Source: an optimization exercise on an open RTL-to-GDS flow (aim: small area, a short achievable clock period and few clock cycles per item). Production flows keep margins and buffers that such runs may drop. The RTL was checked by simulation tests, not by an equivalence proof against the original design. Power figures rest on the tool's default switching activity, not on a simulated workload.

==> flow/flow/run.sh <==
#!/bin/bash
# Own layout flow: the standard synthesis (standard.sh synth, unchanged),
# then the standard ORFS layout steps with these changes:
#  - port buffers placed by flow/ports.tcl: a small buffer on each input and
#    a faster one on each output (instead of the resizer's single pick)
#  - timing repair aimed at a larger setup margin
# Each step's output goes to its own log in this folder; ORFS's per-stage
# logs are under orfs/logs/.
set -euo pipefail
MARGIN=${MARGIN:-6.8}
[[ -f flow/params.sh ]] && source flow/params.sh
bash standard.sh synth > synth.log 2>&1
PORTS="$PWD/flow/ports.tcl"
sed 's#"\${@:-finish}"#SETUP_SLACK_MARGIN='"$MARGIN"' DONT_BUFFER_PORTS=1 PRE_GLOBAL_PLACE_TCL='"$PORTS"' "${@:-finish}"#' standard.sh > layout.sh
grep -q "SETUP_SLACK_MARGIN=$MARGIN" layout.sh
bash layout.sh > layout.log 2>&1
==> flow/flow/params.sh <==
MARGIN=6.8
==> flow/flow/ports.tcl <==
# Port buffers (run before global placement, in place of ORFS's buffer_ports)
puts "Perform port buffering (flow/ports.tcl)..."
buffer_ports -inputs -buffer_cell sky130_fd_sc_hd__buf_1
buffer_ports -outputs -buffer_cell sky130_fd_sc_hd__buf_4
==> flow/standard.sh <==
#!/bin/bash
# synth_recipe.tcl (not shown) runs the flow's synth.tcl, then flattens the netlist and writes it again
# the make line also repeats each setting of config.mk as NAME=value (left out here)
make -C /OpenROAD-flow-scripts/flow DESIGN_CONFIG=/design/flow/config.mk WORK_HOME=/design/flow/orfs CLKGATE_MAP_FILE= SYNTH_SCRIPT=/design/flow/synth_recipe.tcl "${@:-finish}"
==> flow/config.mk <==
export PLATFORM = sky130hd
export DESIGN_NAME = space_to_depth_address_gen_core
export DESIGN_NICKNAME = space_to_depth_address_gen_core
export VERILOG_FILES = /design/flow/design.v
export SDC_FILE = /design/flow/constraint.sdc
export NUM_CORES = 4
export LEC_CHECK = 0
export CAP_MARGIN = 20
export CORE_MARGIN = 2
export CORE_UTILIZATION = 55
export CTS_CLUSTER_DIAMETER = 80
export CTS_CLUSTER_SIZE = 30
export SLEW_MARGIN = 20
==> flow/constraint.sdc <==
create_clock -name core_clock -period 10.0 [get_ports {clk_i}]
set_input_delay 2.0000 -clock core_clock [delete_from_list [all_inputs] [get_ports {clk_i}]]
set_output_delay 2.0000 -clock core_clock [all_outputs]
set_load 0.01 [all_outputs]
==> flow/design.v <==
module space_to_depth_address_gen_core #(
  parameter int unsigned DATA_BITS = 32,
  parameter int unsigned DIM_BITS  = 12,
  parameter int unsigned ADDR_BITS = 24
) (
  input  logic                   clk_i,
  input  logic                   rst_ni,
  input  logic                   psel,
  input  logic                   penable,
  input  logic                   pwrite,
  input  logic [4:0]             paddr,
  input  logic [31:0]            pwdata,
  output logic [31:0]            prdata,
  output logic                   pready,
  input  logic                   in_valid_i,
  output logic                   in_ready_o,
  input  logic [DATA_BITS-1:0]   element_value_i,
  output logic                   out_valid_o,
  input  logic                   out_ready_i,
  output logic [DATA_BITS-1:0]   out_value_o,
  output logic [ADDR_BITS-1:0]   out_address_o,
  output logic                   in_range_o,
  output logic                   last_element_o
);
  localparam int unsigned DW = DIM_BITS + 1;
  localparam int unsigned AW = ADDR_BITS;
  logic [6:0]    batch_q;
  logic [DW-1:0] height_q, width_q, chan_q;
  logic [4:0]    block_q;
  logic [2:0]    idx;
  logic          wr_en, hit;
  logic [DW-1:0] rd_d, rd_q;
  assign idx    = paddr[4:2];
  assign wr_en  = psel && penable && pwrite;
  assign hit    = idx < 3'd5;
  assign pready = 1'b1;
  logic [5:0]      batch_hi;
  logic [DW-2:0]   height_hi, width_hi, chan_hi;
  logic [3:0]      block_hi;
  logic [4:0]      b0n_q;
  always_ff @(posedge clk_i or negedge rst_ni) begin
    if (!rst_ni) begin
      batch_hi  <= '0;
      height_hi <= '0;
      width_hi  <= '0;
      chan_hi   <= '0;
      block_hi  <= '0;
      b0n_q     <= '0;
    end else if (wr_en) begin
      case (idx)
        3'd0: {batch_hi,  b0n_q[0]} <= {pwdata[6:1],    !pwdata[0]};
        3'd1: {height_hi, b0n_q[1]} <= {pwdata[DW-1:1], !pwdata[0]};
        3'd2: {width_hi,  b0n_q[2]} <= {pwdata[DW-1:1], !pwdata[0]};
        3'd3: {chan_hi,   b0n_q[3]} <= {pwdata[DW-1:1], !pwdata[0]};
        3'd4: {block_hi,  b0n_q[4]} <= {pwdata[4:1],    !pwdata[0]};
        default: ;
      endcase
    end
  end
  assign batch_q  = {batch_hi,  !b0n_q[0]};
  assign height_q = {height_hi, !b0n_q[1]};
  assign width_q  = {width_hi,  !b0n_q[2]};
  assign chan_q   = {chan_hi,   !b0n_q[3]};
  assign block_q  = {block_hi,  !b0n_q[4]};
  always_comb begin
    case (idx)
      3'd0:    rd_d = DW'(batch_q);
      3'd1:    rd_d = height_q;
      3'd2:    rd_d = width_q;
      3'd3:    rd_d = chan_q;
      3'd4:    rd_d = DW'(block_q);
      default: rd_d = '0;
    endcase
  end
  always_ff @(posedge clk_i) begin
    rd_q <= rd_d;
  end
  assign prdata = 32'(rd_q);
  function automatic logic [DW-1:0] clamp_dim(input logic [DW-1:0] v);
    clamp_dim = v[DW-1] ? {1'b1, {(DW-1){1'b0}}} : ((v == '0) ? DW'(1) : v);
  endfunction
  logic [6:0]    n_eff;
  logic [DW-1:0] h_eff, w_eff, c_eff;
  logic [4:0]    s_eff;
  assign n_eff = batch_q[6] ? 7'd64 : ((batch_q == '0) ? 7'd1 : batch_q);
  assign s_eff = block_q[4] ? 5'd16 : ((block_q == '0) ? 5'd1 : block_q);
  assign h_eff = clamp_dim(height_q);
  assign w_eff = clamp_dim(width_q);
  assign c_eff = clamp_dim(chan_q);
  localparam logic [32*9-1:0] SS_TAB = {
    9'd256, 9'd256, 9'd256, 9'd256, 9'd256, 9'd256, 9'd256, 9'd256, 9'd256, 9'd256, 9'd256, 9'd256, 9'd256, 9'd256, 9'd256, 9'd256, 9'd225, 9'd196, 9'd169, 9'd144, 9'd121, 9'd100, 9'd81, 9'd64, 9'd49, 9'd36, 9'd25, 9'd16, 9'd9, 9'd4, 9'd1, 9'd1};
  localparam logic [32*9-1:0] K1_TAB = {
    9'd241, 9'd241, 9'd241, 9'd241, 9'd241, 9'd241, 9'd241, 9'd241, 9'd241, 9'd241, 9'd241, 9'd241, 9'd241, 9'd241, 9'd241, 9'd241, 9'd211, 9'd183, 9'd157, 9'd133, 9'd111, 9'd91, 9'd73, 9'd57, 9'd43, 9'd31, 9'd21, 9'd13, 9'd7, 9'd3, 9'd1, 9'd1};
  logic [8:0] ss_t, k1_t;
  assign ss_t  = SS_TAB[9*block_q +: 9];
  assign k1_t  = K1_TAB[9*block_q +: 9];
  logic                 o_valid_q, s_valid_q, rdy_q, s_valid_d, o_free, o_load;
  logic [DATA_BITS-1:0] s_val_q, o_val_q;
  assign in_ready_o = rdy_q;
  assign o_free     = !o_valid_q || out_ready_i;
  assign o_load     = o_free && (s_valid_q || (in_valid_i && rdy_q));
  assign s_valid_d  = (s_valid_q || (in_valid_i && rdy_q)) && !o_free;
  always_ff @(posedge clk_i or negedge rst_ni) begin
    if (!rst_ni) begin
      o_valid_q <= 1'b0;
      s_valid_q <= 1'b0;
      rdy_q     <= 1'b0;
    end else begin
      o_valid_q <= o_load || (o_valid_q && !out_ready_i);
      s_valid_q <= s_valid_d;
      rdy_q     <= !s_valid_d && !(wr_en && hit);
    end
  end
  always_ff @(posedge clk_i) begin
    if (!s_valid_q) s_val_q <= element_value_i;
    if (o_load)     o_val_q <= s_valid_q ? s_val_q : element_value_i;
  end
  logic          z_q;
  logic [DW-1:0] cl_q, wl_q, hl_q;
  logic [6:0]    nl_q;
  logic [4:0]    cr_q, rr_q;
  logic          lc_q, lw_q, lh_q, ln_q, cw_q, rw_q, colok_q, rowok_q;
  logic          mb_q, mr_q, sa_q, sq_q, sr_q;
  logic          inr_q, last_q;
  logic [AW-1:0] a_q, q_q, r_q;
  logic [AW-1:0] a_add, q_add, r_add, a_nxt;
  logic [8:0]    a_opd_q;
  logic          mp_q;
  logic [4:0]    r_opd_q;
  assign a_add = a_q + AW'(a_opd_q);
  assign q_add = q_q + AW'(mp_q ? cr_q : 5'd0);
  assign r_add = r_q + AW'(r_opd_q);
  assign a_nxt = ({AW{sa_q && !z_q}} & a_add) | ({AW{sq_q && !z_q}} & q_add) |
                 ({AW{sr_q && !z_q}} & r_add);
  logic lc_d, lw_d, lh_d, ln_d, cw_d, rw_d, colok_d, rowok_d;
  logic [4:0] cr_d, rr_d;
  logic step_w, step_h, step_n;
  assign step_w = !z_q && lc_q;                    
  assign step_h = !z_q && lc_q && lw_q;            
  assign step_n = !z_q && lc_q && lw_q && lh_q;    
  logic c1_q, w1_q, h1_q, n1_q, s1_q, wge_q, hge_q, wgt_q;
  always_ff @(posedge clk_i) begin
    c1_q  <= c_eff == DW'(1);
    w1_q  <= w_eff == DW'(1);
    h1_q  <= h_eff == DW'(1);
    n1_q  <= n_eff == 7'd1;
    s1_q  <= s_eff == 5'd1;
    wge_q <= w_eff >= DW'(s_eff);
    hge_q <= h_eff >= DW'(s_eff);
    wgt_q <= w_eff > DW'(s_eff);
  end
  logic nbok_d;
  always_comb begin
    if (z_q || step_h)  nbok_d = wgt_q;
    else if (step_w)    nbok_d = wl_q > DW'(s_eff) + DW'(1);
    else                nbok_d = wl_q > DW'(s_eff);
  end
  always_comb begin
    lc_d    = lc_q;
    lw_d    = lw_q;
    lh_d    = lh_q;
    ln_d    = ln_q;
    cw_d    = cw_q;
    rw_d    = rw_q;
    cr_d    = cr_q;
    rr_d    = rr_q;
    colok_d = colok_q;
    rowok_d = rowok_q;
    if (z_q || lc_q) lc_d = c1_q;
    else             lc_d = cl_q == DW'(2);
    if (z_q || step_h) begin
      lw_d    = w1_q;
      cr_d    = 5'd1;
      cw_d    = s1_q;
      colok_d = wge_q;
    end else if (step_w) begin
      lw_d = wl_q == DW'(2);
      if (cw_q) begin
        cr_d    = 5'd1;
        cw_d    = s1_q;
        colok_d = wl_q > DW'(s_eff);
      end else begin
        cr_d = cr_q + 5'd1;
        cw_d = (cr_q + 5'd1) == s_eff;
      end
    end
    if (z_q || step_n) begin
      lh_d    = h1_q;
      rr_d    = 5'd1;
      rw_d    = s1_q;
      rowok_d = hge_q;
    end else if (step_h) begin
      lh_d = hl_q == DW'(2);
      if (rw_q) begin
        rr_d    = 5'd1;
        rw_d    = s1_q;
        rowok_d = hl_q > DW'(s_eff);
      end else begin
        rr_d = rr_q + 5'd1;
        rw_d = (rr_q + 5'd1) == s_eff;
      end
    end
    if (z_q)         ln_d = n1_q;
    else if (step_n) ln_d = nl_q == 7'd2;
  end
  logic last_d, mr_d;
  assign last_d = lc_d && lw_d && lh_d && ln_d;
  assign mr_d   = lc_d && lw_d && !(lh_d && ln_d);
  always_ff @(posedge clk_i or negedge rst_ni) begin
    if (!rst_ni) begin
      z_q <= 1'b1;
    end else if (wr_en && hit) begin
      z_q <= 1'b1;
    end else if (o_load) begin
      z_q <= last_d;
    end
  end
  always_ff @(posedge clk_i) begin
    if (o_load) begin
      a_opd_q <= !lc_d ? ss_t : ((lc_d && !lw_d && cw_d && nbok_d) ? k1_t : 9'd1);
      mp_q    <= lc_d && !lw_d && !cw_d;
      mb_q <= lc_d && !lw_d && cw_d;
      mr_q <= mr_d;
      sa_q <= !lc_d || (lc_d && !lw_d && cw_d) || (mr_d && rw_d && cw_d);
      sq_q <= (lc_d && !lw_d && !cw_d) || (mr_d && rw_d && !cw_d);
      sr_q    <= mr_d && !rw_d;
      r_opd_q <= rowok_d ? s_eff : 5'd0;
    end
  end
  always_ff @(posedge clk_i) begin
    if (o_load) begin
      lc_q    <= lc_d;
      lw_q    <= lw_d;
      lh_q    <= lh_d;
      ln_q    <= ln_d;
      cw_q    <= cw_d;
      rw_q    <= rw_d;
      cr_q    <= cr_d;
      rr_q    <= rr_d;
      colok_q <= colok_d;
      rowok_q <= rowok_d;
      inr_q   <= colok_d && rowok_d;
      last_q  <= last_d;
      cl_q    <= (z_q || lc_q) ? c_eff : cl_q - DW'(1);
      if (z_q || step_h)  wl_q <= w_eff;
      else if (step_w)    wl_q <= wl_q - DW'(1);
      if (z_q || step_n)  hl_q <= h_eff;
      else if (step_h)    hl_q <= hl_q - DW'(1);
      if (z_q)            nl_q <= n_eff;
      else if (step_n)    nl_q <= nl_q - 7'd1;
      a_q <= (colok_d && rowok_d) ? a_nxt : '0;
      if (z_q || mb_q || mr_q) q_q <= a_nxt;
      if (z_q || mr_q)         r_q <= a_nxt;
    end
  end
  assign out_valid_o    = o_valid_q;
  assign out_value_o    = o_val_q;
  assign out_address_o  = a_q;
  assign in_range_o     = inr_q;
  assign last_element_o = last_q;
endmodule
==> results of run 1 <==
-- what timing repair did --
action / in CTS / in global routing
pin swaps: 13 / 9
endpoints found under the setup margin: 138 / 125
resized for setup: 33 / 26
buffers inserted: 11 / 5
gates cloned: 2 / 2
-- worst reg2reg max path, delay by kind of cell, from the launching register on --
family,cells,cell delay [ns]
buffers and inverters,4,0.45
flip-flops,1,0.45
XOR/XNOR,1,0.12
AND/OR/NAND/NOR,5,1.41
adder cells (fa/ha/maj),2,0.38
AO/OA/AOI/OAI,3,0.42
-- flip-flops by register name, indices dropped and copies added (netlist names), 4 cells and up --
| name | flops |
|---|---|
| rr_q | 5 |
| wl_q | 13 |
| hl_q | 13 |
| block_hi | 4 |
| s_val_q | 32 |
| chan_hi | 12 |
| a_opd_q | 9 |
| cl_q | 13 |
| cr_q | 5 |
| b0n_q | 5 |
| r_opd_q | 5 |
| height_hi | 12 |
| q_q | 24 |
| rd_q | 13 |
| r_q | 24 |
| a_q | 24 |
| nl_q | 7 |
| o_val_q | 32 |
| batch_hi | 6 |
| width_hi | 12 |
-- cells in the mapped netlist, types with 8 or more instances --
cell type | count | share of area (%)
mux2_2 | 84 | 6.1
a21o_1 | 19 | 0.92
nand4_1 | 17 | 0.69
inv_1 | 42 | 1.0
dfxtp_1 | 53 | 6.9
nor3_1 | 30 | 0.97
mux2i_1 | 8 | 0.52
nor2_1 | 88 | 2.1
edfxtp_1 | 190 | 37
nand3_1 | 45 | 1.5
o21ai_0 | 69 | 2.2
nand2_1 | 97 | 2.4
o22ai_1 | 13 | 0.53
or3_1 | 9 | 0.36
xnor2_1 | 57 | 3.2
nor4_1 | 23 | 0.93
a21oi_1 | 50 | 1.6
or4_1 | 8 | 0.39
clkbuf_1 | 47 | 1.1
and3_1 | 13 | 0.53
a31oi_1 | 12 | 0.49
buf_4 | 20 | 0.97
nor2b_1 | 31 | 1.3
nand3b_1 | 22 | 1.1
dfrtp_1 | 54 | 8.7
a22oi_1 | 22 | 1.1
ha_1 | 63 | 5.1
xor2_1 | 45 | 2.5
and2_1 | 16 | 0.65
nand2b_1 | 19 | 0.77
-- final timing paths --
kind	endpoint	cells past startpoint	slack [ns]
max reg2reg	a_opd_q[6]$_DFFE_PP_	15	6.63
max in group asynchronous	z_q$_DFFE_PN1P_	0	8.65
min reg2reg	s_val_q[6]$_DFF_P_	1	0.48
min	s_val_q[6]$_DFF_P_	1	0.48
max	a_opd_q[6]$_DFFE_PP_	15	6.63
min in group asynchronous	rdy_q$_DFF_PN0_	0	1.17
-- logic make-up (layout without fill, tap and decap cells) --
kind of cell | after synthesis | in the layout
xor+xnor | 102 | 102
mux | 98 | 98
flops | 298 | 298
other cells | 2 | 21
buf+inv | 118 | 102
simple gates | 440 | 440
fa+ha+maj | 66 | 66
compound gates | 248 | 248
-- per-layer routing --
metal,share of wire [%],vias up
met1,47,5200
met5,0,-
met4,1.1,0
li1,-,5003
met3,7.4,30
met2,45,343
-- area by class of cell --
| type | count | share of cell area [%] |
|---|---|---|
| Clock buffer | 17 | 2.282 |
| Multi-Input combinational cell | 975 | 42.63 |
| Sequential cell | 298 | 48.60 |
| Tap cell | 378 | 2.818 |
| Timing Repair inverter | 1 | 0.04474 |
| Inverter | 43 | 1.029 |
| Timing Repair Buffer | 32 | 1.961 |
| Clock inverter | 9 | 0.6338 |
-- per-stage QoR --
step	hold WS (ns)	util [%]	total power, mW	worst slack (ns)
after global placement	0.4519	57.16	2.839	5.816
final	0.4815	60.57	3.707	6.628
after CTS	0.4856	59.71	3.647	6.645
after detailed placement	0.4595	57.16	2.861	5.771
after global routing	0.4967	60.57	3.913	6.537
after floorplan	0.4461	-	2.561	5.509
-- power by group through the flow --
| stage | registers [mW] | logic, mW | clock network, mW |
|---|---|---|---|
| floorplan | 1.78 | 0.780 | 0 |
| global placement | 1.88 | 0.963 | 0 |
| detailed placement | 1.88 | 0.980 | 0 |
| CTS | 1.85 | 1.04 | 0.755 |
| global route | 1.88 | 1.24 | 0.797 |
| finish | 1.85 | 1.12 | 0.735 |
==> impl_results.md, run 1 <==
- Total Neg Setup Slack: 0 ns
- Detailed-route vias per instance: 6.033
- # nets final: 1508
- Worst vdd ir: 0.0001614 V
- Final min period: 3.372 ns
- Post-synth EDFFs: 190
- Fin cells: 1753
- Crit-path cells: inv_4 -> ha_4 -> or3b_4 -> a21o_4 -> inv_6 -> and3_4 -> xnor2_2 -> ha_1 -> and3_4 -> buf_4 -> nand4_1 -> a21oi_2 -> or4b_4 -> buf_12 -> o21ai_4
- Synth unique cells: 72
- Period utilization: about 34%
- Commonest cells after routing, fill and taps aside: 190 x edfxtp_1, 96 x nand2_1, 85 x nor2_1
- Finished Cell Area: 0.01678 mm²
- Gpl congestion: 0.8338
- Post-Synth Adder-Cell Area: approximately 5.5%
- Multi-input gate area: ~0.0072 mm²
- Skew-Pair Late Insertion Delay: 0.52 ns
- H-Tree Depth: 1
- Area of the die: 0.02947 mm²
- Hold buffers post-CTS: 0
- Post-synthesis mux area share: under 10%
- Met3 Track Usage GR: 4.533%
- Ys flop type: edfxtp_1
- Slew Limit Fails: 0
- Required time of the critical path: ~10 ns
- CTS Buf Count: 15
- Commonest non-fill, non-tap cell in the layout: edfxtp_1
- Vias in the first global route: about 9.9k
- Die height: 171.7 µm
- Met2 GRT Util: between 30% and 40%
- Worst Path Arrival: 3.74 ns
- Tightest Pin Transition: 0.9842 ns
- Routed Antenna Nets: 0
- Synth Area per Inst: 11.27 µm²
- Clock slew at reported path FFs: 0.11 ns
- Switch Pwr: 1.294 mW
- Initial Util: 55.81%
- DP Wirelength: 25880 µm
- DRC Markers: 0
- CP Max Fanout: 6
- FMAX: between 0.2 and 0.3 GHz
- CP max stage delay: 0.56 ns
- #FFs+latches synth: between 200 and 300
- Compound-gate portion of the synthesized area: between 10% and 20%
- Synth Instances: ~1.4k
- CTS max path bufs: 3
- Clock Sinks: 298
- Most used cell, CP: and3_4
- DR iter-0 viols: roughly 720
- Leak Pwr: 6.199 nW
- Unrepaired setup endpoints after global routing: yes
- Port bufs: 126
- Clock share of power: 19.8%
- DRT Wirelength: 37210 µm
- Yosys warnings: 1
- Core box area: 0.02771 mm²
- Post-DR wirelength/cell: around 21 µm
- First-pass GRT wire length: approximately 57000 µm
- Hold Crit Class: reg2reg
- Hold Vio Cnt, Final: 0
- GR peak layer: met2
- R2R Path Start: block_hi[0]$_DFFE_PN0P_
- Setup Viol. Count Final: 0
- Register area share after synthesis: 52.67%
- Number of diodes: 0
- IO Pins: 169
- HP Start: s_val_q[6]$_DFF_P_
- GRT Util Overall: 24.94%
- Pint: 2.413 mW
- CP delay by family, top: simple AND/OR/NAND/NOR gates
- Switching Share: 34.91%
- Crit start category: register
- CP Capture Type: register
- Largest net degree at the start of global routing: 65
- Share of layout cells above drive strength 1: between 10% and 20%
- First-pass DRT Iterations: 5
- Grt met1 use: 37.61%
- Synth async-reset ratio: 18.46%
- Syn Std Cell Area: ~0.015 mm²
- Initial antenna violation count: 0
- Crit. Startpoint: block_hi[0]$_DFFE_PN0P_
- Die W: about 170 µm
- Root buffer selected by CTS: clkbuf_16
- Cell count after placement: 1707
- Post-Synth Simple-Gate Area: 14.77%
- Worst rel slew slack: 33.78%
- Post-synthesis xor/xnor area fraction: 5.777%
- Combinational share of power: 30.3%
- Status: timing/DRC/antenna clean
- Crit Path Category: reg2reg
- Area Overhead vs Synth: 8.520%
- Total grt overflow: 0
- Main combinational cell family by area after synthesis: simple AND/OR/NAND/NOR gates
- Placed instance area: 0.01584 mm²
- Setup Skew: 0.02371 ns
- Reg area: 0.008155 mm²
- Critical-path top delay cell: or4b_4
- Worst path buffer plus inverter count: 4
- Filler cells: 2342
- TritonCTS clock tree: built
- Sequential power share: around half
- Max Cap Viol: 0
- Via count: 10.58k
- P per Cell Area: 220.9 mW/mm²
- FP Rows: 61
Testbench counts, summed over its fixed seeds: cycles 53,646, items 52,758.
==> run 2: changes to the inputs <==
--- a/flow/config.mk
+++ b/flow/config.mk
@@ -10,4 +10,2 @@
 export CORE_UTILIZATION = 55
-export CTS_CLUSTER_DIAMETER = 80
-export CTS_CLUSTER_SIZE = 30
 export SLEW_MARGIN = 20
==> run 2 against run 1 <==
  * Clock-buffer cell count is 30 higher
  * Die area stayed put
  * Sequential share of layout area is 1.5 points lower
  * First-iteration DRC count is 7.7% higher
  * Global-route usage is 0.47 points higher
  * Cell count is 2.1% higher
  * Setup slack better by 0.082 ns
  * Critical path depth stayed put
  * Highest routed layer unchanged
  * Non-clock buffer count stayed put
  * Critical path type unchanged
==> impl_results.md, run 2 <==
- Leak Pwr: 6.455 nW (was 6.199 nW)
- Unrepaired setup endpoints after global routing: yes (unchanged)
- Detailed-route vias per instance: 6.034 (was 6.033)
- Setup Skew: 0.02118 ns (was 0.02371 ns)
- Worst vdd ir: 0.0001697 V (was 0.0001614 V)
- Synth Instances: 1372 (unchanged)
- Tightest Pin Transition: 0.9719 ns (was 0.9842 ns)
- CP Capture Type: register (unchanged)
- Initial Util: 55.81% (unchanged)
- Commonest cells post-synth: 190 x edfxtp_1, 97 x nand2_1, 88 x nor2_1 (unchanged)
- CP max stage delay: 0.57 ns (was 0.56 ns)
- CTS Buf Count: 34 (was 15)
- Initial antenna violation count: 0 (unchanged)
- DP Wirelength: 25880 µm (unchanged)
- TritonCTS clock tree: built (unchanged)
- Worst Path Arrival: 3.64 ns (was 3.74 ns)
- Fin cells: 1789 (was 1753)
- Largest net degree at the start of global routing: 65 (unchanged)
- Die W: 171.7 µm (unchanged)
- Root buffer selected by CTS: clkbuf_16 (unchanged)
- Post-route setup slack: 6.710 ns (was 6.628 ns)
- Via count: 10.79k (was 10.58k)
- Clock slew at reported path FFs: 0.06 ns (was 0.11 ns)
- #FFs+latches synth: 298 (unchanged)
- DP Worst Slack: 5.771 ns (unchanged)
- Yosys top cell area share: 36.90% (unchanged)
- Core box area: 0.02771 mm² (unchanged)
- Synth unique cells: 72 (unchanged)
- IO Pins: 169 (unchanged)
- Cell count after placement: 1707 (unchanged)
- Crit start category: register (unchanged)
- Crit Path Category: reg2reg (unchanged)
- Critical-path top delay cell: or4b_4 (unchanged)
- Vias in the first global route: 10.22k (was 9917)
- Area of the die: 0.02947 mm² (unchanged)
- DR iter-0 viols: 780 (was 724)
- Syn Std Cell Area: 0.01546 mm² (unchanged)
- Crit-path cells: inv_4 -> ha_4 -> or3b_4 -> a21o_4 -> inv_6 -> and3_4 -> xnor2_2 -> ha_1 -> and3_4 -> o21ai_2 -> nand3_1 -> a21o_1 -> a21oi_2 -> or4b_4 -> o32ai_2 (was inv_4 -> ha_4 -> or3b_4 -> a21o_4 -> inv_6 -> and3_4 -> xnor2_2 -> ha_1 -> and3_4 -> buf_4 -> nand4_1 -> a21oi_2 -> or4b_4 -> buf_12 -> o21ai_4)
- DRT Wirelength: 37550 µm (was 37210 µm)
- FMAX: 0.3040 GHz (was 0.2966 GHz)
- Total grt overflow: 0 (unchanged)
- P per Cell Area: 238.9 mW/mm² (was 220.9 mW/mm²)
- First-pass GRT wire length: 57730 µm (was 56890 µm)
- Most used cell, CP: and3_4 (unchanged)
- Synth top area cells: edfxtp_1 37%, dfrtp_1 8.7%, dfxtp_1 6.9% (unchanged)
- Skew-Pair Late Insertion Delay: 0.52 ns (about the same)
- Number of diodes: 0 (unchanged)
- Register area share after synthesis: 52.67% (unchanged)
- Biggest regs: o_val_q: 32 flops, s_val_q: 32 flops (unchanged)
- CP delay by family, top: simple AND/OR/NAND/NOR gates (unchanged)
- FP Rows: 61 (unchanged)
- Most common cell in the synthesized netlist: edfxtp_1 (unchanged)
- Share of layout cells above drive strength 1: 17.01% (was 15.49%)
- Hold buffers post-CTS: 0 (unchanged)
- Filler cells: 2291 (was 2342)
- Die height: 171.7 µm (unchanged)
- Gpl congestion: 0.8338 (unchanged)
- CTS max path bufs: 3 (unchanged)
- Synth Area per Inst: 11.27 µm² (unchanged)
- Commonest non-fill, non-tap cell in the layout: edfxtp_1 (unchanged)
- Ys flop type: edfxtp_1 (unchanged)
- Status: timing/DRC/antenna clean (unchanged)
- Reg area: 0.008155 mm² (unchanged)
- Final min period: 3.290 ns (was 3.372 ns)
- Required time of the critical path: 10.35 ns (was 10.36 ns)
- Hold Crit Class: reg2reg (unchanged)
- GRT Util Overall: 25.41% (was 24.94%)
- Post-DR wirelength/cell: 20.99 µm (was 21.22 µm)
- # nets final: 1527 (was 1508)
- Area Overhead vs Synth: 11.95% (was 8.520%)
- Period utilization: 32.90% (was 33.72%)
- Clock Sinks: 298 (unchanged)
- DRC Markers: 0 (unchanged)
- Port bufs: 126 (unchanged)
- Slew Limit Fails: 0 (unchanged)
- Yosys warnings: 1 (unchanged)
- Worst rel slew slack: 34.61% (was 33.78%)
- CP Max Fanout: 7 (was 6)
- H-Tree Depth: 2 (was 1)
- Routed Antenna Nets: 0 (unchanged)
- Post-synth EDFFs: 190 (unchanged)
- Synth async-reset ratio: 18.46% (unchanged)
- Area leader, netlist: edfxtp_1 (unchanged)
- Total Neg Setup Slack: 0 ns (unchanged)
- Commonest cells after routing, fill and taps aside: 190 x edfxtp_1, 96 x nand2_1, 85 x nor2_1 (unchanged)
- Multi-input gate area: 0.007153 mm² (was 0.007154 mm²)
- First-pass DRT Iterations: 6 (was 5)
- Max Cap Viol: 0 (unchanged)
- Worst path buffer plus inverter count: 2 (was 4)
- Hold Vio Cnt, Final: 0 (unchanged)
- Setup Viol. Count Final: 0 (unchanged)
-- run 2: cell types whose count changed in the layout (fill, tap and decap cells not counted), sizes merged --
cell / previous run / this run
bufinv: 1 / 0
clkbuf: 19 / 49
clkinv: 1 / 11
clkinvlp: 2 / 4
inv: 49 / 44
-- run 2: logic make-up after synthesis --
kind of cell,Yosys count,synth area share (%)
compound gates,248,10.37
xor+xnor,102,5.777
fa+ha+maj,66,5.486
buf+inv,118,3.366
flops,298,52.67
mux,98,7.509
other cells,2,0.04857
simple gates,440,14.77
-- run 2: where the power goes --
| part | switching, mW | leakage [nW] | internal (mW) | total [mW] |
|---|---|---|---|---|
| Combinational | 0.642 | 3.01 | 0.471 | 1.11 |
| Sequential | 0.236 | 2.93 | 1.62 | 1.85 |
| Clock | 0.502 | 0.510 | 0.665 | 1.17 |
-- run 2: cell type report --
cell class                 instances  area share (%)
timing repair buffer              32           1.756
clock inverter                    15          0.6143
tap                              378           2.732
multi-input combinational        975           41.32
inverter                          43          0.9974
timing repair inverter             1         0.04337
sequential                       298           47.11
clock buffer                      47           5.428
-- run 2: worst register-to-register path, stage by stage, from the launching register on --
cell and delay [ns]:
dfrtp_2 0.43, inv_4 0.07, ha_4 0.12, or3b_4 0.37
a21o_4 0.25, inv_6 0.08, and3_4 0.19, xnor2_2 0.07
ha_1 0.29, and3_4 0.19, o21ai_2 0.05, nand3_1 0.06
a21o_1 0.12, a21oi_2 0.05, or4b_4 0.57, o32ai_2 0.22
-- run 2: worst paths after layout --
check	from	to	slack (ns)	cells after the start
min in group asynchronous	rst_ni	batch_hi[2]$_DFFE_PN0P_	1.18	0
max reg2reg	block_hi[0]$_DFFE_PN0P_	a_opd_q[2]$_DFFE_PP_	6.71	15
min	s_val_q[15]$_DFF_P_	s_val_q[15]$_DFF_P_	0.47	1
min reg2reg	s_val_q[15]$_DFF_P_	s_val_q[15]$_DFF_P_	0.47	1
max	block_hi[0]$_DFFE_PN0P_	a_opd_q[2]$_DFFE_PP_	6.71	15
max in group asynchronous	rst_ni	z_q$_DFFE_PN1P_	8.62	0
-- run 2: metrics by stage --
step                hold WS, ns  power [mW]  util [%]  area (µm²)
finish                   0.4712       4.135     62.48       17310
global route             0.4827       4.343     62.48       17310
CTS                      0.4734       4.082     61.71       17100
detailed placement       0.4595       2.861     57.16       15840
global placement         0.4519       2.839     57.16       15840
floorplan                0.4461       2.561         -       15670
-- run 2: metal layers --
| metal | up-vias | wire length (µm) | GRT usage, % |
|---|---|---|---|
| li1 | 5054 | - | - |
| met5 | - | 0 | 0 |
| met2 | 380 | 16770 | 38.48 |
| met4 | 0 | 553 | 5.895 |
| met3 | 47 | 2971 | 5.407 |
| met1 | 5313 | 17260 | 37.54 |
-- run 2: repair_timing --
item / CTS / global route
pin swaps: 13 / 5
endpoints found under the setup margin: 136 / 74
setup buffers: 13 / 3
gates resized for setup: 30 / 28
gates cloned: 2 / 2
==> run 3: changes to the inputs <==
--- a/flow/flow/run.sh
+++ b/flow/flow/run.sh
@@ -13,3 +13,3 @@
 PORTS="$PWD/flow/ports.tcl"
-sed 's#"\${@:-finish}"#SETUP_SLACK_MARGIN='"$MARGIN"' DONT_BUFFER_PORTS=1 PRE_GLOBAL_PLACE_TCL='"$PORTS"' "${@:-finish}"#' standard.sh > layout.sh
+sed 's#"\${@:-finish}"#SETUP_SLACK_MARGIN='"$MARGIN"' DONT_BUFFER_PORTS=1 PRE_RESIZE_TCL='"$PORTS"' "${@:-finish}"#' standard.sh > layout.sh
 grep -q "SETUP_SLACK_MARGIN=$MARGIN" layout.sh
==> flow/flow/ports.tcl (replaced) <==
# Port buffers, placed before the resizer step (after global placement, whose
# timing-driven mode removes buffers), in place of ORFS's buffer_ports
puts "Perform port buffering (flow/ports.tcl)..."
buffer_ports -inputs -buffer_cell sky130_fd_sc_hd__buf_1
buffer_ports -outputs -buffer_cell sky130_fd_sc_hd__buf_4
--- a/flow/config.mk
+++ b/flow/config.mk
@@ -10,2 +10,4 @@
 export CORE_UTILIZATION = 55
+export CTS_CLUSTER_DIAMETER = 80
+export CTS_CLUSTER_SIZE = 25
 export SLEW_MARGIN = 20
==> run 3 against run 2 <==
  * Still clean on timing, DRC and antenna
  * Fmax fell by 1.5%
  * Sequential power is 2% lower
  * Cell count rose by 6.1%
  * Sequential share of layout area down 1.0 points
  * Design area up 2.3%
  * Combinational power rose by 13%
  * Clock power shrank 38%
  * Critical path depth down 1
  * Critical path type unchanged
  * Critical endpoint is now a_opd_q[6]$_DFFE_PP_
==> impl_results.md, run 3 <==
- Status: timing/DRC/antenna clean (unchanged)
- Number of diodes: 0 (unchanged)
- Initial Util: 55.81% (unchanged)
- R2R Path Start: block_hi[2]$_DFFE_PN0P_ (was block_hi[0]$_DFFE_PN0P_)
- DRT Wirelength: 37750 µm (was 37550 µm)
- Final min period: 3.340 ns (was 3.290 ns)
- Slew Limit Fails: 0 (unchanged)
- Post-route setup slack: 6.660 ns (was 6.710 ns)
- Worst Path Arrival: 3.70 ns (was 3.64 ns)
- Ys flop type: edfxtp_1 (unchanged)
- CTS Buf Count: 16 (was 34)
- Commonest cells after routing, fill and taps aside: 190 x edfxtp_1, 110 x buf_4, 96 x nand2_1 (was 190 x edfxtp_1, 96 x nand2_1, 85 x nor2_1)
- Initial antenna violation count: 0 (unchanged)
- FMAX: 0.2994 GHz (was 0.3040 GHz)
- Biggest regs: o_val_q: 32 flops, s_val_q: 32 flops (unchanged)
- GRT Util Overall: 25.60% (was 25.41%)
- Switch Pwr: 1.306 mW (was 1.380 mW)
- Post-Synth Adder-Cell Area: 5.486% (unchanged)
- Period utilization: 33.40% (was 32.90%)
- Total grt overflow: 0 (unchanged)
- Required time of the critical path: 10.36 ns (was 10.35 ns)
- #FFs+latches synth: 298 (unchanged)
- Commonest non-fill, non-tap cell in the layout: edfxtp_1 (unchanged)
- IO Pins: 169 (unchanged)
- Setup Viol. Count Final: 0 (unchanged)
- Total Neg Setup Slack: 0 ns (unchanged)
- Combinational share of power: 33.0% (was 26.9%)
- Register area share after synthesis: 52.67% (unchanged)
- Hold Vio Cnt, Final: 0 (unchanged)
- Worst vdd ir: 0.0001778 V (was 0.0001697 V)
- P per Cell Area: 213.9 mW/mm² (was 238.9 mW/mm²)
- DRC Markers: 0 (unchanged)
- Detailed-route vias per instance: 5.828 (was 6.034)
- Clock share of power: 19.1% (was 28.2%)
- First-pass GRT wire length: 58460 µm (was 57730 µm)
- CP Max Fanout: 18 (was 7)
- Area of the die: 0.02947 mm² (unchanged)
- CP Capture Type: register (unchanged)
- Synth unique cells: 72 (unchanged)
- Synth top area cells: edfxtp_1 37%, dfrtp_1 8.7%, dfxtp_1 6.9% (unchanged)
- Core box area: 0.02771 mm² (unchanged)
- Tightest Pin Transition: 0.9377 ns (was 0.9719 ns)
- Most common cell in the synthesized netlist: edfxtp_1 (unchanged)
- Post-Synth Simple-Gate Area: 14.77% (unchanged)
- Leak Pwr: 6.727 nW (was 6.455 nW)
- Switching Share: 34.48% (was 33.38%)
- Syn Std Cell Area: 0.01546 mm² (unchanged)
- Filler cells: 2249 (was 2291)
- Crit Path Category: reg2reg (unchanged)
- Root buffer selected by CTS: clkbuf_16 (unchanged)
- Gpl congestion: 0.8364 (was 0.8338)
- TritonCTS clock tree: built (unchanged)
- Crit. Startpoint: block_hi[2]$_DFFE_PN0P_ (was block_hi[0]$_DFFE_PN0P_)
- Routed Antenna Nets: 0 (unchanged)
- # nets final: 1653 (was 1527)
- Crit start category: register (unchanged)
- Main combinational cell family by area after synthesis: simple AND/OR/NAND/NOR gates (unchanged)
- Pint: 2.481 mW (was 2.755 mW)
- Yosys warnings: 1 (unchanged)
- Max Cap Viol: 0 (unchanged)
- Share of layout cells above drive strength 1: 20.18% (was 17.01%)
- Commonest cells post-synth: 190 x edfxtp_1, 97 x nand2_1, 88 x nor2_1 (unchanged)
- Placed instance area: 0.01661 mm² (was 0.01584 mm²)
- Largest net degree at the start of global routing: 65 (unchanged)
- Total chip power: 3.787 mW (was 4.135 mW)
- Die W: 171.7 µm (unchanged)
- HP Start: s_val_q[24]$_DFF_P_ (was s_val_q[15]$_DFF_P_)
- Area leader, netlist: edfxtp_1 (unchanged)
- Synth async-reset ratio: 18.46% (unchanged)
- H-Tree Depth: 1 (was 2)
- Post-synthesis mux area share: 7.509% (unchanged)
- Area Overhead vs Synth: 14.48% (was 11.95%)
- Setup Skew: 0.02257 ns (was 0.02118 ns)
- Post-synth EDFFs: 190 (unchanged)
- Skew-Pair Late Insertion Delay: 0.51 ns (was 0.52 ns)
- DR iter-0 viols: 797 (was 780)
- Compound-gate portion of the synthesized area: 10.37% (unchanged)
- Hold Crit Class: reg2reg (unchanged)
- Via count: 11.07k (was 10.79k)
- Post-DR wirelength/cell: 19.88 µm (was 20.99 µm)
- Synth Instances: 1372 (unchanged)
- DP Wirelength: 26480 µm (was 25880 µm)
- Die height: 171.7 µm (unchanged)
- Port bufs: 0 (was 126)
- CTS max path bufs: 3 (unchanged)
- Vias in the first global route: 10.69k (was 10.22k)
- Worst rel slew slack: 36.91% (was 34.61%)
- Yosys top cell area share: 36.90% (unchanged)
- Clock slew at reported path FFs: 0.11 ns (was 0.06 ns)
- Finished Cell Area: 0.01770 mm² (was 0.01731 mm²)
- Synth Area per Inst: 11.27 µm² (unchanged)
- Sequential power share: 47.9% (was 44.9%)
- Post-synthesis xor/xnor area fraction: 5.777% (unchanged)
- DP Worst Slack: 5.586 ns (was 5.771 ns)
- FP Rows: 61 (unchanged)
- Unrepaired setup endpoints after global routing: yes (unchanged)
- First-pass DRT Iterations: 5 (was 6)
- Clock Sinks: 298 (unchanged)
[run 3: cell counts after synthesis]
No cell type changed its count.
[run 3: layer usage]
layer,share of wire (%),up-vias,track usage (%)
li1,-,5284,-
met1,47,5403,38.89
met2,45,344,39.58
met3,6.4,36,3.820
met4,1.3,0,4.164
met5,0,-,0
[run 3: cells by family (layout without fill, tap and decap cells)]
group                    after synthesis  after routing
multiplexers                          98             98
AO/OA/AOI/OAI                        248            248
flip-flops                           298            298
buffers and inverters                118            248
AND/OR/NAND/NOR                      440            440
other                                  2             21
XOR/XNOR                             102            102
adder cells (fa/ha/maj)               66             66
[run 3: worst max-delay path: stages, from the launching register on]
cell,delay (ns)
dfrtp_2,0.57
or3b_4,0.43
a21o_4,0.23
inv_6,0.08
and3_4,0.19
xnor2_2,0.07
ha_1,0.29
and3_4,0.19
o21ai_2,0.05
nand3_1,0.07
a21o_1,0.13
a21oi_2,0.05
or4b_4,0.56
buf_6,0.16
o21ai_4,0.14
[run 3: through the flow]
stage	std cells	utilization, %	hold slack [ns]
after global routing	1899	63.89	0.4955
after global placement	1707	57.16	0.4522
after CTS	1883	62.82	0.4787
after detailed placement	1835	59.96	0.4580
final	1899	63.89	0.4770
after floorplan	1391	-	0.4461
[run 3: worst paths after layout]
check | slack [ns] | to | cells after the start
min in group asynchronous | 1.49 | batch_hi[2]$_DFFE_PN0P_ | 1
worst max-delay path | 6.66 | a_opd_q[6]$_DFFE_PP_ | 14
worst max register to register | 6.66 | a_opd_q[6]$_DFFE_PP_ | 14
worst min register to register | 0.48 | s_val_q[24]$_DFF_P_ | 1
max in group asynchronous | 7.93 | width_hi[10]$_DFFE_PN0P_ | 2
worst min-delay path | 0.48 | s_val_q[24]$_DFF_P_ | 1
[run 3: timing repair]
item,CTS,global route
endpoints found under the setup margin,214,64
buffers inserted,18,14
hold buffers,0,0
resized for setup,41,30
gates cloned,2,2
pin swaps,12,13
[run 3: area by class of cell]
class | instances | area [µm²] | share of cell area (%)
clock buffers | 23 | 449.2 | 2.537
clock inverters | 5 | 33.78 | 0.1908
inverters | 43 | 172.7 | 0.9754
multi-input cells | 975 | 7147 | 40.37
flip-flops and latches | 298 | 8155 | 46.07
well taps | 378 | 473.0 | 2.672
repair buffers | 176 | 1264 | 7.139
repair inverters | 1 | 7.507 | 0.04241
[run 3: power by group through the flow]
| stage | clock network [mW] | logic [mW] | registers [mW] |
|---|---|---|---|
| final | 0.722 | 1.25 | 1.81 |
| after global routing | 0.775 | 1.37 | 1.84 |
| after CTS | 0.738 | 1.17 | 1.82 |
| after detailed placement | 0 | 1.10 | 1.85 |
| after global placement | 0 | 0.964 | 1.88 |
| after floorplan | 0 | 0.780 | 1.78 |
==> run 4: changes to the inputs <==
--- a/flow/config.mk
+++ b/flow/config.mk
@@ -10,4 +10,2 @@
 export CORE_UTILIZATION = 55
-export CTS_CLUSTER_DIAMETER = 80
-export CTS_CLUSTER_SIZE = 25
 export SLEW_MARGIN = 20
==> run 4 against run 3 <==
  * Register-to-register slack hardly changed
  * Still clean
  * Design area is 3.6% higher
  * Wire length is 1.4% higher
  * Clock power is about 70% higher
  * Setup slack worse by 0.0072 ns
  * Worst hold slack worse by 0.0092 ns
  * Non-clock buffer count is 6 lower
  * Utilization is 2.3 points higher
  * Critical path type unchanged
  * Critical path depth is 2 higher
  * Largest power group unchanged
==> impl_results.md, run 4 <==
- DP Worst Slack: 5.586 ns (unchanged)
- Initial antenna violation count: 0 (unchanged)
- Crit Path Category: reg2reg (unchanged)
- Yosys warnings: 1 (unchanged)
- Required time of the critical path: 10.36 ns (about the same)
- Total Neg Setup Slack: 0 ns (unchanged)
- Hold buffers post-CTS: 0 (unchanged)
- DRC Markers: 0 (unchanged)
- Final min period: 3.347 ns (was 3.340 ns)
- Synth Area per Inst: 11.27 µm² (unchanged)
- Filler cells: 2188 (was 2249)
- Worst path buffer plus inverter count: 3 (was 2)
- Syn Std Cell Area: 0.01546 mm² (unchanged)
- Clock share of power: 28.4% (was 19.1%)
- R2R Path Start: block_hi[0]$_DFFE_PN0P_ (was block_hi[2]$_DFFE_PN0P_)
- Most common cell in the synthesized netlist: edfxtp_1 (unchanged)
- Switch Pwr: 1.418 mW (was 1.306 mW)
- FMAX: 0.2988 GHz (was 0.2994 GHz)
- IO Pins: 169 (unchanged)
- TritonCTS clock tree: built (unchanged)
- Port bufs: 0 (unchanged)
- Total grt overflow: 0 (unchanged)
- Largest net degree at the start of global routing: 65 (unchanged)
- Share of layout cells above drive strength 1: 21.56% (was 20.18%)
- Period utilization: 33.47% (was 33.40%)
- Skew-Pair Late Insertion Delay: 0.52 ns (was 0.51 ns)
- Leak Pwr: 7.000 nW (was 6.727 nW)
- Area Overhead vs Synth: 18.57% (was 14.48%)
- Crit start category: register (unchanged)
- #FFs+latches synth: 298 (unchanged)
- Synth top area cells: edfxtp_1 37%, dfrtp_1 8.7%, dfxtp_1 6.9% (unchanged)
- Commonest cells after routing, fill and taps aside: 190 x edfxtp_1, 106 x buf_4, 96 x nand2_1 (was 190 x edfxtp_1, 110 x buf_4, 96 x nand2_1)
- Cell count after placement: 1835 (unchanged)
- Most used cell, CP: and3_4 (unchanged)
- Biggest regs: o_val_q: 32 flops, s_val_q: 32 flops (unchanged)
- Root buffer selected by CTS: clkbuf_16 (unchanged)
- Worst Path Arrival: 3.70 ns (about the same)
- Tightest Pin Transition: 0.9541 ns (was 0.9377 ns)
- Crit-path cells: inv_4 -> ha_4 -> or3b_4 -> a21o_4 -> inv_6 -> and3_4 -> xnor2_2 -> ha_1 -> and3_4 -> o21ai_2 -> nand3_1 -> a21o_1 -> a21oi_2 -> or4b_4 -> buf_6 -> o21ai_4 (was or3b_4 -> a21o_4 -> inv_6 -> and3_4 -> xnor2_2 -> ha_1 -> and3_4 -> o21ai_2 -> nand3_1 -> a21o_1 -> a21oi_2 -> or4b_4 -> buf_6 -> o21ai_4)
- Commonest non-fill, non-tap cell in the layout: edfxtp_1 (unchanged)
- Setup Viol. Count Final: 0 (unchanged)
- Routed Antenna Nets: 0 (unchanged)
- Final hold slack: 0.4678 ns (was 0.4770 ns)
- Unrepaired setup endpoints after global routing: yes (unchanged)
- Hold Vio Cnt, Final: 0 (unchanged)
- First-pass DRT Iterations: 5 (unchanged)
- Post-synth EDFFs: 190 (unchanged)
- Switching Share: 32.77% (was 34.48%)
- Via count: 11.28k (was 11.07k)
- Number of diodes: 0 (unchanged)
- DP Wirelength: 26480 µm (unchanged)
- Combinational share of power: 29.5% (was 33.0%)
- Clock Sinks: 298 (unchanged)
- Register area share after synthesis: 52.67% (unchanged)
- Pint: 2.908 mW (was 2.481 mW)
- Post-route setup slack: 6.653 ns (was 6.660 ns)
- Slew Limit Fails: 0 (unchanged)
- Hold Crit Class: reg2reg (unchanged)
- HP Start: s_val_q[24]$_DFF_P_ (unchanged)
- Gpl congestion: 0.8364 (unchanged)
- Synth Instances: 1372 (unchanged)
- Fin cells: 1927 (was 1899)
- Critical-path top delay cell: or4b_4 (was dfrtp_2)
- Ys flop type: edfxtp_1 (unchanged)
- Area of the die: 0.02947 mm² (unchanged)
- Die height: 171.7 µm (unchanged)
- Max Cap Viol: 0 (unchanged)
- CP max stage delay: 0.55 ns (was 0.57 ns)
- DRT Wirelength: 38290 µm (was 37750 µm)
- DR iter-0 viols: 785 (was 797)
- CP Capture Type: register (unchanged)
- GRT Util Overall: 26.00% (was 25.60%)
- Total chip power: 4.326 mW (was 3.787 mW)
- FP Rows: 61 (unchanged)
- Synth async-reset ratio: 18.46% (unchanged)
- Worst vdd ir: 0.0001830 V (was 0.0001778 V)
- H-Tree Depth: 2 (was 1)
- CTS max path bufs: 3 (unchanged)
- Commonest cells post-synth: 190 x edfxtp_1, 97 x nand2_1, 88 x nor2_1 (unchanged)
- CP delay by family, top: simple AND/OR/NAND/NOR gates (unchanged)
- Sequential power share: 42.1% (was 47.9%)
- Detailed-route vias per instance: 5.856 (was 5.828)
- CP Max Fanout: 7 (was 18)
- First-pass GRT wire length: 59240 µm (was 58460 µm)
- Yosys top cell area share: 36.90% (unchanged)
- Setup Skew: 0.01384 ns (was 0.02257 ns)
- Synth unique cells: 72 (unchanged)
- P per Cell Area: 235.9 mW/mm² (was 213.9 mW/mm²)
- Clock slew at reported path FFs: 0.06 ns (was 0.11 ns)
- Core box area: 0.02771 mm² (unchanged)
- Die W: 171.7 µm (unchanged)
- Crit. Startpoint: block_hi[0]$_DFFE_PN0P_ (was block_hi[2]$_DFFE_PN0P_)
- # nets final: 1665 (was 1653)
- Status: timing/DRC/antenna clean (unchanged)
- CTS Buf Count: 34 (was 16)
- Area leader, netlist: edfxtp_1 (unchanged)
- Vias in the first global route: 10.83k (was 10.69k)
- Post-DR wirelength/cell: 19.87 µm (was 19.88 µm)
- Worst rel slew slack: 36.26% (was 36.91%)
- Initial Util: 55.81% (unchanged)
## run 4: changes by cell type in the layout (fill, tap and decap cells not counted), moves of 4 or more
cell,previous run,this run
buf_4,110,106
a31oi_1,12,8
clkbuf_16,19,37
clkbuf_8,0,5
a31oi_4,0,4
a21oi_1,43,38
clkbuf_1,5,11
## run 4: logic make-up (layout without fill, tap and decap cells)
group / Yosys count / in the layout / synth area share (%)
simple gates: 440 / 440 / 14.77
flops: 298 / 298 / 52.67
compound gates: 248 / 248 / 10.37
buf+inv: 118 / 276 / 3.366
xor+xnor: 102 / 102 / 5.777
mux: 98 / 98 / 7.509
fa+ha+maj: 66 / 66 / 5.486
other cells: 2 / 21 / 0.04857
## run 4: stage by stage
stage | util, % | area, µm²
final | 66.18 | 18340
after global routing | 66.18 | 18340
after CTS | 65.05 | 18020
after detailed placement | 59.96 | 16610
after global placement | 57.16 | 15840
after floorplan | - | 15670
## run 4: repair_timing
| action | 4_1_cts | 5_1_grt |
|---|---|---|
| hold endpoints to repair | 0 | 0 |
| endpoints found under the setup margin | 212 | 65 |
| pin swaps | 12 | 10 |
| cloned | 1 | 3 |
| buffers inserted | 19 | 7 |
| gates resized for setup | 38 | 44 |
## run 4: worst paths after layout
kind / end / slack [ns] / cells past startpoint
max: a_opd_q[6]$_DFFE_PP_ / 6.65 / 16
min: s_val_q[24]$_DFF_P_ / 0.47 / 1
max reg2reg: a_opd_q[6]$_DFFE_PP_ / 6.65 / 16
min reg2reg: s_val_q[24]$_DFF_P_ / 0.47 / 1
max in group asynchronous: height_hi[9]$_DFFE_PN0P_ / 7.91 / 2
min in group asynchronous: height_hi[2]$_DFFE_PN0P_ / 1.50 / 1
## run 4: per-layer routing
metal | global-route usage, % | vias up | part of all wire, %
met5 | 0 | - | 0
met4 | 5.859 | 0 | 1.4
met3 | 3.636 | 43 | 6.6
met2 | 40.07 | 391 | 46
met1 | 39.12 | 5525 | 46
li1 | - | 5325 | -
## run 4: worst reg2reg max path: cells and delay by family (launching register included)
kind / cells / cell delay (ns)
xor+xnor: 1 / 0.07
buf+inv: 3 / 0.30
fa+ha+maj: 2 / 0.41
simple gates: 5 / 1.39
compound gates: 5 / 0.60
flops: 1 / 0.43
## run 4: power by group through the flow
stage,Combinational (mW),Clock [mW],Sequential [mW]
final,1.28,1.23,1.82
after global routing,1.40,1.29,1.85
after detailed placement,1.10,0,1.85
after global placement,0.964,0,1.88
after CTS,1.16,1.25,1.82
after floorplan,0.780,0,1.78
## run 4: cell type report
type                       count  area (µm²)  share of cell area (%)
sequential                   298        8153                   44.47
multi-input combinational    975        7224                   39.40
timing repair buffer         170        1196                   6.524
clock buffer                  51       985.9                   5.377
tap                          378       473.0                   2.580
inverter                      43       172.7                  0.9417
clock inverter                11       122.6                  0.6688
timing repair inverter         1       7.507                 0.04094
==> run 5: changes to the inputs <==
--- a/flow/flow/ports.tcl
+++ b/flow/flow/ports.tcl
@@ -4,2 +4,2 @@
 buffer_ports -inputs -buffer_cell sky130_fd_sc_hd__buf_1
-buffer_ports -outputs -buffer_cell sky130_fd_sc_hd__buf_4
+buffer_ports -outputs -buffer_cell sky130_fd_sc_hd__buf_2
--- a/flow/config.mk
+++ b/flow/config.mk
@@ -10,2 +10,4 @@
 export CORE_UTILIZATION = 55
+export CTS_CLUSTER_DIAMETER = 80
+export CTS_CLUSTER_SIZE = 25
 export SLEW_MARGIN = 20
==> run 5 against run 4 <==
  * Still clean
  * Setup slack gained 0.0066 ns
  * Utilization down 3.2 points
  * Total power down 13%
  * Synthesized cell count is the same
  * Die area stayed put
  * Combinational power down 5%
  * Fmax grew 0.20%
  * Critical path depth shrank 2
  * Clock power fell by about 40%
  * Sequential cell count is the same
  * Global-route usage shrank 0.71 points
  * Critical endpoint unchanged
  * Largest power group unchanged
==> impl_results.md, run 5 <==
- Yosys top cell area share: 36.90% (unchanged)
- Total grt overflow: 0 (unchanged)
- Initial Util: 55.81% (unchanged)
- Slew Limit Fails: 0 (unchanged)
- Tightest Pin Transition: 1.023 ns (was 0.9541 ns)
- Met3 Track Usage GR: 3.106% (was 3.636%)
- CP Max Fanout: 18 (was 7)
- RR Endpoint: a_opd_q[6]$_DFFE_PP_ (unchanged)
- Max Cap Viol: 0 (unchanged)
- Synth Area per Inst: 11.27 µm² (unchanged)
- TritonCTS clock tree: built (unchanged)
- HP Start: s_val_q[14]$_DFF_P_ (was s_val_q[24]$_DFF_P_)
- Routed Antenna Nets: 0 (unchanged)
- Vias in the first global route: 10.53k (was 10.83k)
- Clock Sinks: 298 (unchanged)
- Area of the die: 0.02947 mm² (unchanged)
- First-pass GRT wire length: 57860 µm (was 59240 µm)
- DRT Wirelength: 37720 µm (was 38290 µm)
- Final hold slack: 0.4782 ns (was 0.4678 ns)
- Ys flop type: edfxtp_1 (unchanged)
- Via count: 11.14k (was 11.28k)
- DP Worst Slack: 5.642 ns (was 5.586 ns)
- Worst rel slew slack: 30.03% (was 36.26%)
- Synth top area cells: edfxtp_1 37%, dfrtp_1 8.7%, dfxtp_1 6.9% (unchanged)
- FMAX: 0.2994 GHz (was 0.2988 GHz)
- Leak Pwr: 6.626 nW (was 7.000 nW)
- Post-synth EDFFs: 190 (unchanged)
- Unrepaired setup endpoints after global routing: yes (unchanged)
- Commonest cells after routing, fill and taps aside: 190 x edfxtp_1, 96 x nand2_1, 84 x nor2_1, 84 x mux2_2, 74 x buf_2 (was 190 x edfxtp_1, 106 x buf_4, 96 x nand2_1)
- H-Tree Depth: 1 (was 2)
- Number of cells on the worst reg-to-reg path: 14 (was 16)
- Worst Path Arrival: 3.71 ns (was 3.70 ns)
- Placed instance area: 0.01643 mm² (was 0.01661 mm²)
- Worst hold endpoint: s_val_q[14]$_DFF_P_ (was s_val_q[24]$_DFF_P_)
- Met2 GRT Util: 38.68% (was 40.07%)
- Crit Path Category: reg2reg (unchanged)
- Die height: 171.7 µm (unchanged)
- FP Rows: 61 (unchanged)
- Die W: 171.7 µm (unchanged)
- Syn Std Cell Area: 0.01546 mm² (unchanged)
- Share of layout cells above drive strength 1: 19.82% (was 21.56%)
- Root buffer selected by CTS: clkbuf_16 (unchanged)
- CTS Buf Count: 16 (was 34)
- Register area share after synthesis: 52.67% (unchanged)
- Synth Instances: 1372 (unchanged)
- Largest net degree at the start of global routing: 65 (unchanged)
- DR iter-0 viols: 795 (was 785)
- Fin cells: 1892 (was 1927)
- Final min period: 3.340 ns (was 3.347 ns)
- # nets final: 1646 (was 1665)
- Number of diodes: 0 (unchanged)
- First-pass DRT Iterations: 5 (unchanged)
- Commonest cells post-synth: 190 x edfxtp_1, 97 x nand2_1, 88 x nor2_1 (unchanged)
- Synth async-reset ratio: 18.46% (unchanged)
- Worst R2R Setup Slack: 6.66 ns (was 6.65 ns)
- CTS max path bufs: 3 (unchanged)
- Final Util: 63.00% (was 66.18%)
- P per Cell Area: 215.8 mW/mm² (was 235.9 mW/mm²)
- Hold Vio Cnt, Final: 0 (unchanged)
- Yosys warnings: 1 (unchanged)
- GRT Util Overall: 25.30% (was 26.00%)
- Total chip power: 3.766 mW (was 4.326 mW)
- Initial antenna violation count: 0 (unchanged)
- DP Wirelength: 26370 µm (was 26480 µm)
- Clock slew at reported path FFs: 0.10 ns (was 0.06 ns)
- CP Capture Type: register (unchanged)
- Most common cell in the synthesized netlist: edfxtp_1 (unchanged)
- Area Overhead vs Synth: 12.87% (was 18.57%)
- Synth unique cells: 72 (unchanged)
- Port bufs: 0 (unchanged)
- Skew-Pair Late Insertion Delay: 0.52 ns (about the same)
- IO Pins: 169 (unchanged)
- R2R Path Start: block_hi[2]$_DFFE_PN0P_ (was block_hi[0]$_DFFE_PN0P_)
- Crit start category: register (unchanged)
- Grt met1 use: 38.96% (was 39.12%)
- Setup Viol. Count Final: 0 (unchanged)
- Status: timing/DRC/antenna clean (unchanged)
- Hold Crit Class: reg2reg (unchanged)
- Period utilization: 33.40% (was 33.47%)
- Finished Cell Area: 0.01745 mm² (was 0.01834 mm²)
- Post-route setup slack: 6.660 ns (was 6.653 ns)
- Biggest regs: o_val_q: 32 flops, s_val_q: 32 flops (unchanged)
- Cell count after placement: 1835 (unchanged)
- Gpl congestion: 0.8364 (unchanged)
- Setup Skew: 0.02457 ns (was 0.01384 ns)
- #FFs+latches synth: 298 (unchanged)
- Post-DR wirelength/cell: 19.93 µm (was 19.87 µm)
- Cell count of the worst hold path: 1 (unchanged)
- Detailed-route vias per instance: 5.888 (was 5.856)
- DRC Markers: 0 (unchanged)
- Total Neg Setup Slack: 0 ns (unchanged)
- Worst vdd ir: 0.0001600 V (was 0.0001830 V)
- Core box area: 0.02771 mm² (unchanged)
- Area leader, netlist: edfxtp_1 (unchanged)
- GR peak layer: met1 (was met2)
- Required time of the critical path: 10.37 ns (was 10.36 ns)
- Commonest non-fill, non-tap cell in the layout: edfxtp_1 (unchanged)
-- run 5: cell counts after synthesis --
No cell type changed its count.
-- run 5: area by class of cell --
class | count | area, µm²
Timing Repair inverter | 1 | 7.507
Inverter | 43 | 172.7
Fill cell | 2283 | 10250
Clock buffer | 24 | 471.7
Tap cell | 378 | 473.0
Multi-Input combinational cell | 975 | 7163
Clock inverter | 4 | 28.78
Timing Repair Buffer | 169 | 980.9
Sequential cell | 298 | 8155
-- run 5: per-layer routing --
layer  up-vias  share of wire (%)
li1       5280                  -
met1      5456                 47
met2       353                 45
met3        52                6.0
met4         0                1.8
met5         -                  0
-- run 5: worst max-delay path, stage by stage (launching register included) --
cell and delay [ns]:
dfrtp_2 0.57, or3b_1 0.42, a21o_4 0.23, inv_6 0.08, and3_4 0.20, xnor2_2 0.07
ha_1 0.30, and3_4 0.19, o21ai_2 0.05, nand3_1 0.07, a21o_1 0.12, a21oi_2 0.05
or4b_4 0.55, buf_6 0.15, o21ai_4 0.13
-- run 5: worst max-delay path by stage --
stage	start	end	slack, ns	cells after the start
after floorplan	in_valid_i	q_q[0]$_DFFE_PP_	5.51	4
after global placement	in_valid_i	cl_q[5]$_DFFE_PP_	5.82	4
after detailed placement	in_valid_i	cl_q[5]$_DFFE_PP_	5.64	5
after CTS	block_hi[0]$_DFFE_PN0P_	a_opd_q[2]$_DFFE_PP_	6.61	15
after global routing	block_hi[0]$_DFFE_PN0P_	a_opd_q[6]$_DFFE_PP_	6.60	16
final	block_hi[2]$_DFFE_PN0P_	a_opd_q[6]$_DFFE_PP_	6.66	14
-- run 5: report_power, final --
| part | leakage [nW] | internal [mW] | switching [mW] |
|---|---|---|---|
| Clock | 0.247 | 0.336 | 0.407 |
| Sequential | 2.93 | 1.61 | 0.200 |
| Combinational | 3.45 | 0.504 | 0.705 |
| Total | 6.63 | 2.45 | 1.31 |
-- run 5: what timing repair did --
item,4_1_cts,5_1_grt
gates resized for setup,39,29
buffers inserted,18,8
cloned,1,2
hold buffers,0,0
pin swaps,12,10
endpoints found under the setup margin,219,71
-- run 5: cells by family after synthesis --
kind of cell / share of synthesized area, %
simple gates: 14.77
flops: 52.67
compound gates: 10.37
buf+inv: 3.366
xor+xnor: 5.777
mux: 7.509
fa+ha+maj: 5.486
other cells: 0.04857
==> run 6: changes to the inputs <==
--- a/flow/flow/run.sh
+++ b/flow/flow/run.sh
@@ -3,4 +3,5 @@
 # then the standard ORFS layout steps with these changes:
-#  - port buffers placed by flow/ports.tcl: a small buffer on each input and
-#    a faster one on each output (instead of the resizer's single pick)
+#  - port buffers placed by flow/ports.tcl, just before the resizer step: a
+#    buf_1 on each input and a buf_2 on each output (instead of the resizer's
+#    single pick, placed before global placement)
 #  - timing repair aimed at a larger setup margin
==> flow/flow/params.sh (replaced) <==
MARGIN=6.7
--- a/flow/config.mk
+++ b/flow/config.mk
@@ -9,3 +9,3 @@
 export CORE_MARGIN = 2
-export CORE_UTILIZATION = 55
+export CORE_UTILIZATION = 65
 export CTS_CLUSTER_DIAMETER = 80
==> run 6 against run 5 <==
  * First-iteration DRC count rose by 51%
  * Highest routed layer unchanged
  * Cell count shrank 3.6%
  * Wire length up 0.68%
  * Die area fell by 15%
  * Total power shrank 0.55%
  * Still clean
  * Non-clock buffer count decreased by 13
  * Sequential share of layout area increased by 0.56 points
  * Critical path depth increased by 1
  * Register-to-register slack gained 0.02 ns
  * Setup slack better by 0.015 ns
  * Worst hold slack better by 0.0010 ns
  * Combinational power down 5%
==> impl_results.md, run 6 <==
- Status: timing/DRC/antenna clean (unchanged)
- Synth top area cells: edfxtp_1 37%, dfrtp_1 8.7%, dfxtp_1 6.9% (unchanged)
- Synth Instances: 1372 (unchanged)
- Yosys top cell area share: 36.90% (unchanged)
- DR iter-0 viols: 1203 (was 795)
- CP Max Fanout: 7 (was 18)
- Hold buffers post-CTS: 0 (unchanged)
- Hold Crit Class: reg2reg (unchanged)
- Sequential power share: 49.0% (was 48.1%)
- Die height: 158.2 µm (was 171.7 µm)
- Worst R2R Setup Slack: 6.68 ns (was 6.66 ns)
- Filler cells: 1644 (was 2283)
- FP Rows: 56 (was 61)
- Max Cap Viol: 0 (unchanged)
- Clock share of power: 20.2% (was 19.7%)
- Switching Share: 35.10% (was 34.85%)
- Post-synthesis mux area share: 7.509% (unchanged)
- Clock slew at reported path FFs: 0.09 ns (was 0.10 ns)
- Post-DR wirelength/cell: 20.83 µm (was 19.93 µm)
- Clock Sinks: 298 (unchanged)
- Commonest cells post-synth: 190 x edfxtp_1, 97 x nand2_1, 88 x nor2_1 (unchanged)
- Required time of the critical path: 10.35 ns (was 10.37 ns)
- Total grt overflow: 0 (unchanged)
- P per Cell Area: 217.1 mW/mm² (was 215.8 mW/mm²)
- Port bufs: 0 (unchanged)
- Largest net degree at the start of global routing: 54 (was 65)
- Tightest Pin Transition: 0.9488 ns (was 1.023 ns)
- Commonest cells after routing, fill and taps aside: 190 x edfxtp_1, 96 x nand2_1, 85 x nor2_1 (was 190 x edfxtp_1, 96 x nand2_1, 84 x nor2_1, 84 x mux2_2, 74 x buf_2)
- Crit start category: register (unchanged)
- Worst setup path end: a_opd_q[2]$_DFFE_PP_ (was a_opd_q[6]$_DFFE_PP_)
- Root buffer selected by CTS: clkbuf_16 (unchanged)
- Setup Viol. Count Final: 0 (unchanged)
- Hold Vio Cnt, Final: 0 (unchanged)
- Syn Std Cell Area: 0.01546 mm² (unchanged)
- Total Neg Setup Slack: 0 ns (unchanged)
- # nets final: 1635 (was 1646)
- DP Wirelength: 26050 µm (was 26370 µm)
- Compound-gate portion of the synthesized area: 10.37% (unchanged)
- Period utilization: 33.25% (was 33.40%)
- Crit Path Category: reg2reg (unchanged)
- Post-route setup slack: 6.675 ns (was 6.660 ns)
- Gpl congestion: 0.8822 (was 0.8364)
- Number of cells on the worst reg-to-reg path: 15 (was 14)
- Vias in the first global route: 10.60k (was 10.53k)
- First-pass GRT wire length: 58080 µm (was 57860 µm)
- Register area share after synthesis: 52.67% (unchanged)
- Commonest non-fill, non-tap cell in the layout: edfxtp_1 (unchanged)
- Number of diodes: 0 (unchanged)
- RR Endpoint: a_opd_q[2]$_DFFE_PP_ (was a_opd_q[6]$_DFFE_PP_)
==> run 6: cell counts after synthesis <==
Identical to the previous run, type by type.
==> run 6: how the worst min path moves through the flow <==
stage,end,startpoint,cells after the start,slack (ns)
floorplan,s_val_q[10]$_DFF_P_,s_val_q[10]$_DFF_P_,1,0.45
global placement,s_val_q[5]$_DFF_P_,s_val_q[5]$_DFF_P_,1,0.45
detailed placement,s_val_q[5]$_DFF_P_,s_val_q[5]$_DFF_P_,1,0.46
CTS,s_val_q[5]$_DFF_P_,s_val_q[5]$_DFF_P_,1,0.48
global route,s_val_q[22]$_DFF_P_,s_val_q[22]$_DFF_P_,1,0.49
finish,s_val_q[17]$_DFF_P_,s_val_q[17]$_DFF_P_,1,0.48
==> run 6: cell families after synthesis <==
logic type      after synthesis
buf+inv                     118
flops                       298
fa+ha+maj                    66
xor+xnor                    102
other cells                   2
compound gates              248
mux                          98
simple gates                440
==> run 6: timing repair <==
action / CTS / global route
buffers inserted: 11 / 3
pin swaps: 9 / 15
endpoints found under the setup margin: 107 / 92
cloned: 1 / 2
resized for setup: 35 / 19
==> run 6: final cells by class <==
class | instances | area (µm²) | area share, %
clock buffers | 23 | 457.9 | 2.655
inverters | 43 | 176.4 | 1.023
repair buffers | 156 | 890.9 | 5.165
well taps | 319 | 399.1 | 2.314
multi-input cells | 977 | 7097 | 41.15
clock inverters | 7 | 70.07 | 0.4063
flip-flops and latches | 298 | 8155 | 47.29
==> run 6: metrics by stage <==
| step | utilization (%) | instances | cell area [µm²] |
|---|---|---|---|
| final | 73.70 | 1823 | 17250 |
| after floorplan | - | 1391 | 15630 |
| after global placement | 67.30 | 1647 | 15750 |
| after detailed placement | 69.97 | 1776 | 16370 |
| after global routing | 73.70 | 1823 | 17250 |
| after CTS | 73.17 | 1818 | 17120 |
==> run 6: metal layers <==
layer	up-vias	track usage, %	wire length [µm]
li1	5264	-	-
met5	-	0	0
met4	0	4.805	439
met2	507	47.66	17460
met1	5465	45.11	16560
met3	33	5.037	3522
==> run 6: worst max-delay path, cell delays in order, from the launching register on <==
cell     delay (ns)
dfrtp_2        0.46
inv_4          0.07
ha_4           0.12
or3b_4         0.37
a21o_4         0.24
inv_6          0.08
ha_4           0.13
a31oi_1        0.09
ha_1           0.33
and3_4         0.20
o21ai_2        0.06
nand3_1        0.08
a21o_1         0.12
a21oi_2        0.05
or4b_4         0.56
o32ai_2        0.21
==> run 6: power by group through the flow <==
stage	clock network [mW]	registers, mW	logic [mW]
6_report	0.756	1.84	1.15
5_1_grt	0.807	1.86	1.27
2_1_floorplan	0	1.78	0.779
3_5_place_dp	0	1.85	1.06
3_3_place_gp	0	1.88	0.940
4_1_cts	0.766	1.83	1.11

re-timing with driven ports:
The results above use ideal ports. As a check the final layouts listed here were re-extracted and re-timed, cells and wires unchanged. Step 1, drivers: a clkbuf_16 drives clk_i and a buf_2 each remaining input, both assumed. Step 2, shift: input delay + t, output delay - t, t = (earliest + latest rising clock arrival at the registers) / 2. This alone moves slack from input paths to output paths. Three values: ideal, step 1, step 2; two values: the first two.
run	t (ns)	setup slack, ns
run 1	0.557	6.628 / 6.628 / 6.130
run 2	0.560	6.710 / 6.666 / 6.105
run 3	0.551	6.660 / 6.660 / 6.352
run 4	0.561	6.653 / 6.653 / 6.349
run 5	0.555	6.660 / 6.660 / 6.323
run 6	0.556	6.675 / 6.675 / 6.250
After both steps every run listed still meets setup and hold.
